This design comes from an exercise in tuning for small area and a short achievable clock period on the open sky130 flow, not from production work.
Function was checked by simulation only, so behaviour that the tests miss may differ from the original.

==> inputs of v17 <==
// dds_fir_gen
module dds_fir_gen (
   input  logic        aclk_0,
   input  logic        aresetn_0,
   input  logic [31:0] pinc_0,
   output logic [31:0] m_axis_data_tdata_0,
   output logic        M_AXIS_DATA_0_tvalid
);
   logic [15:0] r0;
   logic [15:0] r1;
   logic [15:0] r2;
   logic [15:0] r3;
   logic [15:0] r4;
   logic [15:0] r5;
   logic [15:0] r6;
   logic [15:0] r7;
   logic [15:0] r8;
   logic [15:0] r9;
   logic [15:0] r10;
   logic [15:0] r11;
   logic [15:0] r12;
   logic [15:0] r13;
   logic [15:0] r14;
   logic [15:0]        dl_q [1:14];
   logic [23:0]        y_q;
   logic [4:0]         cnt_q;
   logic               vld_q;
   logic f_s1;
   logic f_c2;
   logic f_s3;
   logic f_c4;
   logic f_s5;
   logic f_c6;
   logic f_s7;
   logic f_c8;
   logic f_s9;
   logic f_c10;
   logic f_s11;
   logic f_c12;
   logic f_s13;
   logic f_c14;
   logic f_s15;
   logic f_c16;
   logic f_s17;
   logic f_c18;
   logic f_s19;
   logic f_c20;
   logic f_s21;
   logic f_c22;
   logic f_s23;
   logic f_c24;
   logic f_s25;
   logic f_c26;
   logic f_s27;
   logic f_c28;
   logic f_s29;
   logic f_c30;
   logic f_s31;
   logic f_c32;
   logic f_s33;
   logic f_c34;
   logic f_s35;
   logic f_c36;
   logic f_s37;
   logic f_c38;
   logic f_s39;
   logic f_c40;
   logic f_s41;
   logic f_c42;
   logic f_s43;
   logic f_c44;
   logic f_s45;
   logic f_c46;
   logic f_s47;
   logic f_c48;
   logic f_s49;
   logic f_c50;
   logic f_s51;
   logic f_c52;
   logic f_s53;
   logic f_c54;
   logic f_s55;
   logic f_c56;
   logic f_s57;
   logic f_c58;
   logic f_s59;
   logic f_c60;
   logic f_s61;
   logic f_c62;
   logic f_s63;
   logic f_c64;
   logic f_s65;
   logic f_c66;
   logic f_s67;
   logic f_c68;
   logic f_s69;
   logic f_c70;
   logic f_s71;
   logic f_c72;
   logic f_s73;
   logic f_c74;
   logic f_s75;
   logic f_c76;
   logic f_s77;
   logic f_c78;
   logic f_s79;
   logic f_c80;
   logic f_s81;
   logic f_c82;
   logic f_s83;
   logic f_c84;
   logic f_s85;
   logic f_c86;
   logic f_s87;
   logic f_c88;
   logic f_s89;
   logic f_c90;
   logic f_s91;
   logic f_c92;
   logic f_s93;
   logic f_c94;
   logic f_s95;
   logic f_c96;
   logic f_s97;
   logic f_c98;
   logic f_s99;
   logic f_c100;
   logic f_s101;
   logic f_c102;
   logic f_s103;
   logic f_c104;
   logic f_s105;
   logic f_c106;
   logic f_s107;
  ...
==> flow/config.mk <==
export PLATFORM = sky130hd
export DESIGN_NAME = dds_fir_gen
export DESIGN_NICKNAME = dds_fir_gen
export VERILOG_FILES = /design/flow/design.v
export SDC_FILE = /design/flow/constraint.sdc
export NUM_CORES = 4
export LEC_CHECK = 0
export CAP_MARGIN = 20
export CORE_MARGIN = 2
export CORE_UTILIZATION = 55
export CTS_BUF_LIST = sky130_fd_sc_hd__clkbuf_4 sky130_fd_sc_hd__clkbuf_8
export CTS_CLUSTER_SIZE = 30
export SETUP_SLACK_MARGIN = 4.8
export SLEW_MARGIN = 20
export SYNTH_HIERARCHICAL = 1
==> flow/constraint.sdc <==
create_clock -name core_clock -period 8.0 [get_ports {aclk_0}]
set_input_delay 1.6000 -clock core_clock [delete_from_list [all_inputs] [get_ports {aclk_0}]]
set_output_delay 1.6000 -clock core_clock [all_outputs]
set_load 0.01 [all_outputs]
run.sh (not shown) runs the stock make flow with config.mk's settings and CLKGATE_MAP_FILE= SYNTH_SCRIPT=/design/flow/synth_recipe.tcl, a recipe that flattens the netlist after the stock synthesis.
==> v39 (differences from v17) <==
- SETUP_SLACK_MARGIN: 4.8 -> 5.0
==> v26 (differences from v17) <==
- SETUP_SLACK_MARGIN: 4.8 -> 4.5
==> out/metrics.csv <==
stage,metric,value,unit
clock_tree,clock_latency,0.65,ns
layout,multi_input_area,0.0159,mm^2
layout,layout_common_cells,"dfxtp_1, fa_1, fa_2",
timing,post-route-period-util,0.401,
setup_path,r2r-start,dl_q[6][4],
setup_path,rr_endpoint,cs2_q[23],
run_status,outcome,timing/DRC/antenna clean,
layout,instances_no_fill,2778,
[end of results for v39]
==> out/metrics.csv <==
stage,metric,value,unit
clock_tree,clock_latency,0.66,ns
run_status,outcome,timing/DRC/antenna clean,
layout,instances_no_fill,2769,
timing,post-route-period-util,0.409,
[end of results for v17]
==> out/metrics.csv <==
stage,metric,value,unit
run_status,outcome,timing/DRC/antenna clean,
layout,layout_common_cells,"fa_1, dfxtp_1, inv_1",
clock_tree,clock_latency,0.67,ns
layout,multi_input_area,0.0152,mm^2
timing,post-route-period-util,0.426,
[end of results for v26]

[afterwards: timing with drivers on the ports]
In the flow no input, the clock included, has a driving cell. The finished layouts below were timed again as built, in two steps.
Step 1 assumes that a clkbuf_16 drives the clock port and a buf_2 every other input.
Step 2, shift: input delay + t, output delay - t, t = (earliest + latest rising clock arrival at the registers) / 2. This alone moves slack from input paths to output paths.
Slacks: no drivers / after step 1 / after step 2; pairs: no drivers / after step 1.
run | shift t [ns] | slack for setup (ns) | worst setup path at the end | latest minus earliest clock arrival (ns) | worst data-port slew with drivers (ns)
v17 | 0.698 | 4.729 / 4.729 / 4.213 | input to register | 0.033 / 0.033 | 0.09
v39 | 0.689 | 4.793 / 4.793 / 4.438 | input to register | 0.039 / 0.038 | 0.07
v26 | 0.703 | 4.588 / 4.588 / 4.085 | input to register | 0.035 / 0.034 | 0.06
After both steps setup and hold are still met in every run listed. For v17, which loses most, drivers alone change the setup slack by 0.000 ns; drivers and shift together by -0.516 ns.
